This design comes from an exercise in tuning for small area and a short achievable clock period on the open sky130 flow, not from production work. In this exercise RTL edits were held to simulation tests only and were not proved equivalent to the original. No activity file was given, so power comes from the tool's default toggle rates.

`config.mk`:
```
export PLATFORM = sky130hd
export DESIGN_NAME = rv32i_core
export DESIGN_NICKNAME = rv32i_core
export VERILOG_FILES = /design/flow/design.v
export SDC_FILE = /design/flow/constraint.sdc
export NUM_CORES = 4
export LEC_CHECK = 0
export CAP_MARGIN = 20
export CORE_MARGIN = 2
export CORE_UTILIZATION = 40
export SLEW_MARGIN = 20
```
`constraint.sdc`:
```
create_clock -name core_clock -period 10.0 [get_ports {clk}]
set_input_delay 2.0000 -clock core_clock [delete_from_list [all_inputs] [get_ports {clk}]]
set_output_delay 2.0000 -clock core_clock [all_outputs]
set_load 0.01 [all_outputs]
```
`design.v`:
```
`timescale 1ns/1ps
`default_nettype none
package rv32i_types;
	typedef enum logic [6:0] {
		op_lui   = 7'b0110111,
		op_auipc = 7'b0010111,
		op_jal   = 7'b1101111,
		op_jalr  = 7'b1100111,
		op_br    = 7'b1100011,
		op_load  = 7'b0000011,
		op_store = 7'b0100011,
		op_imm   = 7'b0010011,
		op_reg   = 7'b0110011
	} rv32i_opcode;
	typedef enum logic [2:0] {
		beq  = 3'b000,
		bne  = 3'b001,
		blt  = 3'b100,
		bge  = 3'b101,
		bltu = 3'b110,
		bgeu = 3'b111
	} branch_funct3_t;
	typedef enum logic [2:0] {
		add  = 3'b000,
		sll  = 3'b001,
		slt  = 3'b010,
		sltu = 3'b011,
		axor = 3'b100,
		sr   = 3'b101,
		aor  = 3'b110,
		aand = 3'b111
	} arith_funct3_t;
	typedef enum logic [2:0] {
		alu_add = 3'b000,
		alu_sll = 3'b001,
		alu_sra = 3'b010,
		alu_sub = 3'b011,
		alu_xor = 3'b100,
		alu_srl = 3'b101,
		alu_or  = 3'b110,
		alu_and = 3'b111
	} alu_ops;
	typedef struct packed {
		logic [6:0] funct7;
		logic [4:0] rs2;
		logic [4:0] rs1;
		logic [2:0] funct3;
		logic [4:0] rd;
		logic [6:0] opcode;
	} r_fmt_t;
	typedef struct packed {
		logic [11:0] imm;
		logic [4:0]  rs1;
		logic [2:0]  funct3;
		logic [4:0]  rd;
		logic [6:0]  opcode;
	} i_fmt_t;
	typedef struct packed {
		logic [6:0] imm_hi;
		logic [4:0] rs2;
		logic [4:0] rs1;
		logic [2:0] funct3;
		logic [4:0] imm_lo;
		logic [6:0] opcode;
	} s_fmt_t;
	typedef struct packed {
		logic       imm12;
		logic [5:0] imm10_5;
		logic [4:0] rs2;
		logic [4:0] rs1;
		logic [2:0] funct3;
		logic [3:0] imm4_1;
		logic       imm11;
		logic [6:0] opcode;
	} b_fmt_t;
	typedef struct packed {
		logic [19:0] imm;
		logic [4:0]  rd;
		logic [6:0]  opcode;
	} u_fmt_t;
	typedef struct packed {
		logic       imm20;
		logic [9:0] imm10_1;
		logic       imm11;
		logic [7:0] imm19_12;
		logic [4:0] rd;
		logic [6:0] opcode;
	} j_fmt_t;
	typedef union packed {
		r_fmt_t r;
		i_fmt_t i;
		s_fmt_t s;
		b_fmt_t b;
		u_fmt_t u;
		j_fmt_t j;
	} rv32i_instr_t;
	localparam logic alumux1_rs1 = 1'b0;
	localparam logic alumux1_pc  = 1'b1;
	localparam logic [2:0] alumux2_i   = 3'd0;
	localparam logic [2:0] alumux2_u   = 3'd1;
	localparam logic [2:0] alumux2_b   = 3'd2;
	localparam logic [2:0] alumux2_s   = 3'd3;
	localparam logic [2:0] alumux2_rs2 = 3'd4;
	localparam logic [2:0] alumux2_j   = 3'd5;
	localparam logic cmpmux_rs2 = 1'b0;
	localparam logic cmpmux_i   = 1'b1;
	localparam logic [2:0] memwbmux_alu = 3'd0;
	localparam logic [2:0] memwbmux_cmp = 3'd1;
	localparam logic [2:0] memwbmux_u   = 3'd2;
	localparam logic [2:0] memwbmux_mem = 3'd3;
	localparam logic [2:0] memwbmux_pc4 = 3'd4;
	localparam logic [31:0] reset_pc = 32'h0000_0000;
endpackage
`default_nettype wire
`timescale 1ns/1ps
`default_nettype none
import rv32i_types::*;
module cpu_control
(
	input  rv32i_types::rv32i_opcode opcode,
	input  wire logic [2:0]  funct3,
	input  wire logic [6:0]  funct7,
	input  wire logic [4:0]  rd_in,
	input  wire logic [4:0]  rs1_in,
	input  wire logic [4:0]  rs2_in,
	output rv32i_types::alu_ops           aluop,
	output rv32i_types::branch_funct3_t   cmpop,
	output logic             alumux1_sel,
	output logic [2:0]       alumux2_sel,
	output logic             cmpmux_sel,
	output logic [2:0]       memwbmux_sel,
	output logic             load_regfile,
	output logic             mem_read,
	output logic             mem_write,
	output logic             jump,
	output logic             branch,
	output logic [4:0]       rd,
	output logic [4:0]       rs1,
	output logic [4:0]       rs2
);
	rv32i_types::arith_funct3_t arith_funct3;
	assign arith_funct3 = rv32i_types::arith_funct3_t'(funct3);
	always_comb begin
		aluop        = alu_add;
		cmpop        = rv32i_types::branch_funct3_t'(funct3);
		alumux1_sel  = alumux1_rs1;
		alumux2_sel  = alumux2_i;
		cmpmux_sel   = cmpmux_rs2;
		memwbmux_sel = memwbmux_alu;
		load_regfile = 1'b0;
		mem_read     = 1'b0;
		mem_write    = 1'b0;
		jump         = 1'b0;
		branch       = 1'b0;
		rs1          = 5'd0;
		rs2          = 5'd0;
		case (opcode)
			op_lui: begin
				load_regfile = 1'b1;
				memwbmux_sel = memwbmux_u;
				alumux2_sel  = alumux2_u;
			end
			op_auipc: begin
				load_regfile = 1'b1;
				alumux1_sel  = alumux1_pc;
				alumux2_sel  = alumux2_u;
			end
			op_jal: begin
				load_regfile = 1'b1;
				memwbmux_sel = memwbmux_pc4;
				alumux1_sel  = alumux1_pc;
				alumux2_sel  = alumux2_j;
				jump         = 1'b1;
			end
			op_jalr: begin
				load_regfile = 1'b1;
				memwbmux_sel = memwbmux_pc4;
				jump         = 1'b1;
				rs1          = rs1_in;
			end
			op_br: begin
				alumux1_sel = alumux1_pc;
				alumux2_sel = alumux2_b;
				branch      = 1'b1;
				rs1         = rs1_in;
				rs2         = rs2_in;
			end
			op_load: begin
				load_regfile = 1'b1;
				mem_read     = 1'b1;
				memwbmux_sel = memwbmux_mem;
				rs1          = rs1_in;
			end
			op_store: begin
				alumux2_sel = alumux2_s;
				mem_write   = 1'b1;
				rs1         = rs1_in;
				rs2         = rs2_in;
			end
			op_imm: begin
				load_regfile = 1'b1;
				aluop        = rv32i_types::alu_ops'(funct3);
				rs1          = rs1_in;
				case (arith_funct3)
					slt: begin
						cmpop        = blt;
						cmpmux_sel   = cmpmux_i;
						memwbmux_sel = memwbmux_cmp;
					end
					sltu: begin
						cmpop        = bltu;
						cmpmux_sel   = cmpmux_i;
						memwbmux_sel = memwbmux_cmp;
					end
					sr: aluop = funct7[5] ? alu_sra : alu_srl;
					default: ;
				endcase
			end
			op_reg: begin
				load_regfile = 1'b1;
				alumux2_sel  = alumux2_rs2;
				aluop        = rv32i_types::alu_ops'(funct3);
				rs1          = rs1_in;
				rs2          = rs2_in;
				case (arith_funct3)
					add: aluop = funct7[5] ? alu_sub : alu_add;
					slt: begin
						cmpop        = blt;
						memwbmux_sel = memwbmux_cmp;
					end
					sltu: begin
						cmpop        = bltu;
						memwbmux_sel = memwbmux_cmp;
					end
					sr: aluop = funct7[5] ? alu_sra : alu_srl;
					default: ;
				endcase
			end
			default: ;
		endcase
		rd = load_regfile ? rd_in : 5'd0;
	end
endmodule
`default_nettype wire
`timescale 1ns/1ps
`default_nettype none
import rv32i_types::*;
module imm_gen
(
	input  rv32i_types::rv32i_instr_t instr,
	output logic [31:0] i_imm,
	output logic [31:0] s_imm,
	output logic [31:0] b_imm,
	output logic [31:0] u_imm,
	output logic [31:0] j_imm
);
	assign i_imm = {{20{instr.i.imm[11]}}, instr.i.imm};
	assign s_imm = {{20{instr.s.imm_hi[6]}}, instr.s.imm_hi, instr.s.imm_lo};
	assign b_imm = {{19{instr.b.imm12}}, instr.b.imm12, instr.b.imm11,
			instr.b.imm10_5, instr.b.imm4_1, 1'b0};
	assign u_imm = {instr.u.imm, 12'h000};
	assign j_imm = {{11{instr.j.imm20}}, instr.j.imm20, instr.j.imm19_12,
			instr.j.imm11, instr.j.imm10_1, 1'b0};
endmodule
`default_nettype wire
`timescale 1ns/1ps
`default_nettype none
module regfile (
	input  wire logic        clk,
	input  wire logic        rst_n,
	input  wire logic        we,
	input  wire logic [4:0]  waddr,
	input  wire logic [31:0] wdata,
	input  wire logic [4:0]  raddr1,
	input  wire logic [4:0]  raddr2,
	output logic [31:0] rdata1,
	output logic [31:0] rdata2
);
	logic [31:0] regs [1:31];
	function automatic logic [31:0] read_port(input logic [4:0] addr);
		if (addr == 5'd0)
			read_port = 32'h0;
		else if (we && waddr == addr)
			read_port = wdata;
		else
			read_port = regs[addr];
	endfunction
	always_ff @(posedge clk) begin
		if (!rst_n) begin
			for (int i = 1; i < 32; i++)
				regs[i] <= 32'h0;
		end else if (we && waddr != 5'd0) begin
			regs[waddr] <= wdata;
		end
	end
	always_comb begin
		rdata1 = read_port(raddr1);
		rdata2 = read_port(raddr2);
	end
endmodule
`default_nettype wire
`timescale 1ns/1ps
`default_nettype none
import rv32i_types::*;
module execute_stage
(
	input  wire logic           clk,
	input  wire logic           rst_n,
	input  wire logic           in_valid,
	input  rv32i_types::alu_ops         aluop,
	input  rv32i_types::branch_funct3_t cmpop,
	input  wire logic           alumux1_sel,
	input  wire logic [2:0]     alumux2_sel,
	input  wire logic           cmpmux_sel,
	input  wire logic [2:0]     memwbmux_sel,
	input  wire logic           load_regfile,
	input  wire logic           dec_mem_read,
	input  wire logic           dec_mem_write,
	input  wire logic           jump,
	input  wire logic           branch,
	input  wire logic [4:0]     rd,
	input  wire logic [31:0]    i_imm,
	input  wire logic [31:0]    s_imm,
	input  wire logic [31:0]    b_imm,
	input  wire logic [31:0]    u_imm,
	input  wire logic [31:0]    j_imm,
	input  wire logic [31:0]    rs1_data,
	input  wire logic [31:0]    rs2_data,
	input  wire logic [31:0]    mem_rdata,
	output logic                we,
	output logic [4:0]          waddr,
	output logic [31:0]         wdata,
	output logic                mem_read,
	output logic                mem_write,
	output logic [31:0]         mem_addr,
	output logic [31:0]         mem_wdata,
	output logic                retire_valid,
	output logic [31:0]         retire_pc,
	output logic [31:0]         retire_next_pc,
	output logic [4:0]          retire_rd,
	output logic                retire_we,
	output logic [31:0]         retire_wdata
);
	logic           ex_valid;
	logic           ex_load_regfile;
	logic           ex_mem_read;
	logic           ex_mem_write;
	logic           ex_jump;
	logic           ex_branch;
	rv32i_types::alu_ops         ex_aluop;
	rv32i_types::branch_funct3_t ex_cmpop;
	logic           ex_alumux1_sel;
	logic [2:0]     ex_alumux2_sel;
	logic           ex_cmpmux_sel;
	logic [2:0]     ex_memwbmux_sel;
	logic [4:0]     ex_rd;
	logic [31:0]    ex_i_imm;
	logic [31:0]    ex_s_imm;
	logic [31:0]    ex_b_imm;
	logic [31:0]    ex_u_imm;
	logic [31:0]    ex_j_imm;
	logic [31:0]    ex_rs1;
	logic [31:0]    ex_rs2;
	logic [31:0]    pc;
	logic [31:0] alu_a;
	logic [31:0] alu_b;
	logic [31:0] alu_out;
	logic [31:0] cmp_b;
	logic        br_en;
	logic [31:0] pc_plus4;
	logic [31:0] next_pc;
	always_ff @(posedge clk) begin
		if (!rst_n) begin
			ex_valid        <= 1'b0;
			ex_load_regfile <= 1'b0;
			ex_mem_read     <= 1'b0;
			ex_mem_write    <= 1'b0;
			ex_jump         <= 1'b0;
			ex_branch       <= 1'b0;
			pc              <= reset_pc;
		end else begin
			ex_valid        <= in_valid;
			ex_load_regfile <= in_valid & load_regfile;
			ex_mem_read     <= in_valid & dec_mem_read;
			ex_mem_write    <= in_valid & dec_mem_write;
			ex_jump         <= in_valid & jump;
			ex_branch       <= in_valid & branch;
			if (ex_valid)
				pc <= next_pc;
		end
	end
	always_ff @(posedge clk) begin
		if (in_valid) begin
			ex_aluop        <= aluop;
			ex_cmpop        <= cmpop;
			ex_alumux1_sel  <= alumux1_sel;
			ex_alumux2_sel  <= alumux2_sel;
			ex_cmpmux_sel   <= cmpmux_sel;
			ex_memwbmux_sel <= memwbmux_sel;
			ex_rd           <= rd;
			ex_i_imm        <= i_imm;
			ex_s_imm        <= s_imm;
			ex_b_imm        <= b_imm;
			ex_u_imm        <= u_imm;
			ex_j_imm        <= j_imm;
			ex_rs1          <= rs1_data;
			ex_rs2          <= rs2_data;
		end
	end
	assign alu_a = (ex_alumux1_sel == alumux1_pc) ? pc : ex_rs1;
	always_comb begin
		case (ex_alumux2_sel)
			alumux2_u:   alu_b = ex_u_imm;
			alumux2_b:   alu_b = ex_b_imm;
			alumux2_s:   alu_b = ex_s_imm;
			alumux2_rs2: alu_b = ex_rs2;
			alumux2_j:   alu_b = ex_j_imm;
			default:     alu_b = ex_i_imm;
		endcase
	end
	always_comb begin
		case (ex_aluop)
			alu_add: alu_out = alu_a + alu_b;
			alu_sll: alu_out = alu_a << alu_b[4:0];
			alu_sra: alu_out = $signed(alu_a) >>> alu_b[4:0];
			alu_sub: alu_out = alu_a - alu_b;
			alu_xor: alu_out = alu_a ^ alu_b;
			alu_srl: alu_out = alu_a >> alu_b[4:0];
			alu_or:  alu_out = alu_a | alu_b;
			default: alu_out = alu_a & alu_b;
		endcase
	end
	assign cmp_b = (ex_cmpmux_sel == cmpmux_i) ? ex_i_imm : ex_rs2;
	always_comb begin
		case (ex_cmpop)
			beq:     br_en = ex_rs1 == cmp_b;
			bne:     br_en = ex_rs1 != cmp_b;
			blt:     br_en = $signed(ex_rs1) < $signed(cmp_b);
			bge:     br_en = $signed(ex_rs1) >= $signed(cmp_b);
			bltu:    br_en = ex_rs1 < cmp_b;
			bgeu:    br_en = ex_rs1 >= cmp_b;
			default: br_en = 1'b0;
		endcase
	end
	assign pc_plus4 = pc + 32'd4;
	always_comb begin
		if (ex_jump)
			next_pc = {alu_out[31:1], 1'b0};
		else if (ex_branch && br_en)
			next_pc = alu_out;
		else
			next_pc = pc_plus4;
	end
	always_comb begin
		case (ex_memwbmux_sel)
			memwbmux_cmp: wdata = {31'h0, br_en};
			memwbmux_u:   wdata = ex_u_imm;
			memwbmux_mem: wdata = mem_rdata;
			memwbmux_pc4: wdata = pc_plus4;
			default:      wdata = alu_out;
		endcase
	end
	assign we        = ex_load_regfile;
	assign waddr     = ex_rd;
	assign mem_read  = ex_mem_read;
	assign mem_write = ex_mem_write;
	assign mem_addr  = alu_out;
	assign mem_wdata = ex_rs2;
	assign retire_valid   = ex_valid;
	assign retire_pc      = pc;
	assign retire_next_pc = next_pc;
	assign retire_rd      = ex_rd;
	assign retire_we      = ex_load_regfile;
	assign retire_wdata   = wdata;
endmodule
`default_nettype wire
`timescale 1ns/1ps
`default_nettype none
import rv32i_types::*;
module rv32i_core
(
	input  wire logic         clk,
	input  wire logic         rst_n,
	input  wire logic         instr_valid,
	input  rv32i_types::rv32i_instr_t instr,
	input  wire logic [31:0]  mem_rdata,
	output logic              mem_read,
	output logic              mem_write,
	output logic [31:0]       mem_addr,
	output logic [31:0]       mem_wdata,
	output logic              retire_valid,
	output logic [31:0]       retire_pc,
	output logic [31:0]       retire_next_pc,
	output logic [4:0]        retire_rd,
	output logic              retire_we,
	output logic [31:0]       retire_wdata
);
	rv32i_types::alu_ops         aluop;
	rv32i_types::branch_funct3_t cmpop;
	logic           alumux1_sel;
	logic [2:0]     alumux2_sel;
	logic           cmpmux_sel;
	logic [2:0]     memwbmux_sel;
	logic           load_regfile;
	logic           dec_mem_read;
	logic           dec_mem_write;
	logic           jump;
	logic           branch;
	logic [4:0]     rd;
	logic [4:0]     rs1;
	logic [4:0]     rs2;
	logic [31:0] i_imm;
	logic [31:0] s_imm;
	logic [31:0] b_imm;
	logic [31:0] u_imm;
	logic [31:0] j_imm;
	logic [31:0] rs1_data;
	logic [31:0] rs2_data;
	logic        wb_we;
	logic [4:0]  wb_addr;
	logic [31:0] wb_data;
	cpu_control control_i (
		.opcode       (rv32i_types::rv32i_opcode'(instr.r.opcode)),
		.funct3       (instr.r.funct3),
		.funct7       (instr.r.funct7),
		.rd_in        (instr.r.rd),
		.rs1_in       (instr.r.rs1),
		.rs2_in       (instr.r.rs2),
		.aluop        (aluop),
		.cmpop        (cmpop),
		.alumux1_sel  (alumux1_sel),
		.alumux2_sel  (alumux2_sel),
		.cmpmux_sel   (cmpmux_sel),
		.memwbmux_sel (memwbmux_sel),
		.load_regfile (load_regfile),
		.mem_read     (dec_mem_read),
		.mem_write    (dec_mem_write),
		.jump         (jump),
		.branch       (branch),
		.rd           (rd),
		.rs1          (rs1),
		.rs2          (rs2)
	);
	imm_gen imm_gen_i (
		.instr (instr),
		.i_imm (i_imm),
		.s_imm (s_imm),
		.b_imm (b_imm),
		.u_imm (u_imm),
		.j_imm (j_imm)
	);
	regfile regfile_i (
		.clk    (clk),
		.rst_n  (rst_n),
		.we     (wb_we),
		.waddr  (wb_addr),
		.wdata  (wb_data),
		.raddr1 (rs1),
		.raddr2 (rs2),
		.rdata1 (rs1_data),
		.rdata2 (rs2_data)
	);
	execute_stage execute_i (
		.clk            (clk),
		.rst_n          (rst_n),
		.in_valid       (instr_valid),
		.aluop          (aluop),
		.cmpop          (cmpop),
		.alumux1_sel    (alumux1_sel),
		.alumux2_sel    (alumux2_sel),
		.cmpmux_sel     (cmpmux_sel),
		.memwbmux_sel   (memwbmux_sel),
		.load_regfile   (load_regfile),
		.dec_mem_read   (dec_mem_read),
		.dec_mem_write  (dec_mem_write),
		.jump           (jump),
		.branch         (branch),
		.rd             (rd),
		.i_imm          (i_imm),
		.s_imm          (s_imm),
		.b_imm          (b_imm),
		.u_imm          (u_imm),
		.j_imm          (j_imm),
		.rs1_data       (rs1_data),
		.rs2_data       (rs2_data),
		.mem_rdata      (mem_rdata),
		.we             (wb_we),
		.waddr          (wb_addr),
		.wdata          (wb_data),
		.mem_read       (mem_read),
		.mem_write      (mem_write),
		.mem_addr       (mem_addr),
		.mem_wdata      (mem_wdata),
		.retire_valid   (retire_valid),
		.retire_pc      (retire_pc),
		.retire_next_pc (retire_next_pc),
		.retire_rd      (retire_rd),
		.retire_we      (retire_we),
		.retire_wdata   (retire_wdata)
	);
endmodule
`default_nettype wire
```
`run.sh`:
```
#!/bin/bash
# synth_recipe.tcl (not shown) runs the flow's synth.tcl, then flattens the netlist and writes it again
# the make line also repeats each setting of config.mk as NAME=value (left out here)
make -C /OpenROAD-flow-scripts/flow DESIGN_CONFIG=/design/flow/config.mk WORK_HOME=/design/flow/orfs CLKGATE_MAP_FILE= SYNTH_SCRIPT=/design/flow/synth_recipe.tcl finish
```
==> summary.md <==
| Metric | Value |
|---|---|
| Worst-path fanout max | 34 |
| Final ANT Viol Nets | 0 |
| Critical Path RT | 8000 ps |
| Fin. max-slew vios | 0 |
| Num rows | 157 |
| CP top delay family | compound AO/OA/AOI/OAI gates |
| Most common cell on crit path | buf_4 |
| Fin crit period | 9780 ps |
| Cell variety after synth | 102 |
| Met3 WL | 53000 um |
| Synthesized area per cell | 9.32 um^2 |
| TritonRoute pass-1 iters | 9 |
| DIE WIDTH | 432 um |
| Synth top cells by count | nor2_1, edfxtp_1, nand2_1, clkbuf_1, a21oi_1 |
| Largest net degree at the start of global routing | 114 |
| Vias per Instance | 6.88 |
| Total gr overflow | 0 |
| Post-CTS Hold Fix Bufs | 0 |
| Worst Setup Start Kind | flip-flop |
| Hold Crit Class | flip-flop to flip-flop |
| # port buffers | 235 |
| R2r endpoint | execute_i.ex_rs2[28] |
| Relative slew slack | 11.2% |
| Largest area contributor in the netlist | edfxtp_1 |
| Sequential group share of total power | 41.4% |
| GP Congestion | 1.13 |
| Initial core utilization | 40.1% |
| FF-to-FF setup slack | 2550 ps |
| Pwr Density | 167 mW/mm^2 |
| Number of synthesized flops with an enable pin | 1132 |
| CP endpoint kind | output pin |
| CTS Buffer Depth | 3 |
| Total GRT Usage | 43.0% |
| WP data arrival | 7780 ps |
| Final Setup Violations | 0 |
| Min-delay src | execute_i.pc[31] |
| WS Path Type | flip-flop to output pin |
| Worst clock skew | 48.7 ps |
| Most used DFF post-synth | edfxtp_1 |
| CTS Sinks | 1170 |
| Delay of the slowest critical-path stage | 610 ps |
| Setup tns final | 0 ps |
| Met2 Wirelength | 177000 um |
| CP Cell Sequence | buf_4 -> nand3_1 -> o221a_2 -> buf_4 -> inv_2 -> nor3_1 -> nand3_1 -> o41ai_1 -> xnor2_1 -> ha_1 -> a21oi_1 -> nor2_1 -> a2111oi_1 -> buf_4 -> a21o_1 -> nand2_1 -> a31oi_2 -> mux2i_2 -> buf_4 -> nand3_1 -> a21oi_4 -> inv_1 -> clkdlybuf4s50_1 |
| DRC errors left | 0 |
| Most common cell in the netlist | nor2_1 |
| Root Buffer | clkbuf_16 |
| Top layer in use | met5 |
| Worst Max-Slew Pin Slew | 1310 ps |
| R2R Path Start | execute_i.ex_alumux2_sel[2] |
| Worst-path clk slew | 50 ps |
| Hold Path Sink | execute_i.pc[31] |
| Final Cell Area | 0.0835 mm^2 |
| Int Pwr | 9.17 mW |
| Seq/Total Area, Yosys | 47.4% |
| Met1 Wirelength | 151000 um |
| Clock share of power | 35.1% |
| Leakage | 30.1 nW |
| NumNets Final | 8078 |
| Via Count | 71400 |
| Asr flop ratio synth | 0% |
| Layout area overhead | 13.9% |
| H-tree levels | 4 |
| Post-synthesis cell area | 0.0733 mm^2 |
| Initial drt markers | 12100 |
| R2R cell count | 23 |
| NetSw | 4.76 mW |
| Switching share of power | 34.2% |
| Hpwl dp | 283000 um |
| Worst-case vdd ir drop | 155 uV |
| Layout cells sized above 1 | 12.9% |
| Routed len/inst | 39.9 um |
| DP Worst Slack | 372 ps |
| Max Cap Viol | 0 |
| CORE AREA | 0.183 mm^2 |
| Inserted Clock Buffers | 138 |
| Top cells by area, synth | edfxtp_1, nor2_1, nand2_1, mux2_2, mux2i_1 |
| Fmax | 102 MHz |
| Die H | 432 um |
| Final Core Density | 45.7% |
| Clk Latency, worst-skew pair | 830 ps |
| Setup ws final | 219 ps |
| Logic pwr share | 23.4% |
| I/O pin count | 236 |
| Die area | 0.187 mm^2 |
| WP buf/inv | 7 |
| Wire length of the first global-routing pass | 559000 um |
| Synth warn | 3 |
| Area share of the largest cell type after synthesis | 46.4% |
| Yosys reg bits | 1170 |
| Routed WL | 413000 um |
| Vias in the first global route | 65600 |
| Cells after Synth | 7866 |
| WHS Path Cells | 3 |
| Final Hold Fails | 0 |
| Initial antenna violation count | 41 |
| TritonCTS clock tree | built |
| Status | timing/DRC/antenna clean |
| Placed cell area | 0.0791 mm^2 |
| Final Cycle Share | 97.8% |
| RSZ-0062 raised after global routing | no |
| Slowest library cell on the worst path | a2111oi_1 |
| Tot Pwr | 13.9 mW |
==> layout make-up <==
| type | count | area [um^2] |
|---|---|---|
| diodes | 12 | 30.0 |
| clock buffers | 174 | 3630 |
| fillers | 17300 | 99200 |
| well taps | 2385 | 2980 |
| repair buffers | 593 | 5300 |
| clock inverters | 68 | 568 |
| multi-input cells | 5829 | 35700 |
| inverters | 143 | 542 |
| flip-flops and latches | 1170 | 34800 |
==> metrics by stage <==
stage                     instances  hold slack, ps
after CTS                     10400             670
after global placement        10100             662
after detailed placement      10100             663
after global routing          10400             682
final                         10400             676
after floorplan                7897             523
==> cells by family after synthesis <==
family / synth area share, %
simple gates: 16.8
mux: 8.61
flops: 47.4
xor+xnor: 1.05
other cells: 0.00511
fa+ha+maj: 2.33
compound gates: 18.9
buf+inv: 4.91
==> state kept, by name, summed over array words and instances (netlist names) <==
name / count
execute_i.ex_alumux1_sel: 1
execute_i.ex_alumux2_sel: 3
execute_i.ex_aluop: 3
execute_i.ex_branch: 1
execute_i.ex_cmpmux_sel: 1
execute_i.ex_cmpop: 3
execute_i.ex_i_imm: 5
execute_i.ex_jump: 1
execute_i.ex_load_regfile: 1
execute_i.ex_mem_read: 1
execute_i.ex_mem_write: 1
execute_i.ex_memwbmux_sel: 3
execute_i.ex_rd: 5
execute_i.ex_rs1: 32
execute_i.ex_rs2: 32
execute_i.ex_s_imm: 12
execute_i.ex_u_imm: 8
execute_i.ex_valid: 1
execute_i.pc: 32
regfile_i.regs: 1024
==> power by group through the flow <==
| stage | logic (mW) | registers [mW] | clock network [mW] |
|---|---|---|---|
| 3_3_place_gp | 3.12 | 5.85 | 0 |
| 4_1_cts | 3.13 | 5.75 | 4.91 |
| 5_1_grt | 3.32 | 5.77 | 5.08 |
| 2_1_floorplan | 1.55 | 5.74 | 0 |
| 6_report | 3.26 | 5.77 | 4.89 |
| 3_5_place_dp | 3.11 | 5.85 | 0 |
==> worst reg2reg max path, stage by stage (launching register included) <==
cell	delay, ps
edfxtp_1	500
buf_4	240
nand3_1	90
o221a_2	250
buf_4	410
inv_2	70
nor3_1	260
nand3_1	330
o41ai_1	540
xnor2_1	160
ha_1	410
a21oi_1	230
nor2_1	80
a2111oi_1	610
buf_4	230
a21o_1	200
nand2_1	150
a31oi_2	300
mux2i_2	520
buf_4	200
nand3_1	150
a21oi_4	410
buf_4	530
o21ai_0	250
==> worst max-delay path by stage <==
stage	cells past startpoint	startpoint	to	slack [ps]
final	23	execute_i.ex_alumux2_sel[2]	retire_wdata[28]	220
after global routing	22	execute_i.ex_alumux2_sel[2]	retire_wdata[29]	50
after CTS	22	execute_i.ex_alumux2_sel[2]	retire_wdata[28]	80
after detailed placement	19	execute_i.ex_alumux2_sel[2]	retire_wdata[29]	370
after global placement	22	execute_i.ex_alumux2_sel[1]	retire_wdata[28]	350
after floorplan	23	execute_i.ex_alumux2_sel[2]	retire_wdata[18]	2490
==> layer usage <==
metal | GRT usage [%] | vias to the layer above
met5 | 0 | -
met4 | 27.7 | 16
met3 | 12.3 | 1224
met2 | 64.2 | 5859
met1 | 54.6 | 35300
li1 | - | 29000
==> cell usage in the layout (no fill, tap or decap), types with 186 or more instances in the layout <==
| cell type | synthesis | routed |
|---|---|---|
| buf_4 | 10 | 342 |
| a211oi_1 | 319 | 317 |
| mux2_2 | 286 | 286 |
| a31oi_1 | 187 | 186 |
| clkdlybuf4s50_1 | 0 | 227 |
| edfxtp_1 | 1132 | 1132 |
| mux2i_1 | 290 | 288 |
| nor2_1 | 1164 | 1153 |
| a21oi_1 | 467 | 461 |
| nand3_1 | 272 | 272 |
| nand2_1 | 1116 | 1074 |
| o21ai_0 | 328 | 322 |
==> repair_timing <==
| action | 4_1_cts | 5_1_grt |
|---|---|---|
| pin swaps | 0 | 1 |
| setup endpoints to repair | 15 | 15 |
| buffers inserted | 3 | 7 |
| gates resized for setup | 12 | 0 |

re-timing with driven ports:
How much do the figures lean on ideal ports? The routed layout below was timed once more, with nothing changed but the port constraints.
Step 1 sets driving cells, clkbuf_16 on the clock port and buf_2 on the other inputs (assumed; they add their load-dependent delay and slew).
Step 2 moves the port delays by t, midway between the first and last clock arrival at a register: inputs arrive t later, outputs are due t later. That takes back most of the time a late clock gives input paths.
Three values: ideal ports, drivers, drivers and shift; two values: the first two.
t, ns: 0.898
slack for setup (ns): 0.219 / 0.131 / 1.029
worst hold slack (ns): 0.676 / 0.676 / 0.676
latest minus earliest clock arrival (ns): 0.051 / 0.052
slew at the worst register clock pin (ns): 0.08 / 0.08
After both steps setup and hold are still met in this run. For this run, drivers alone change the setup slack by -0.088 ns; drivers and shift together by +0.810 ns.
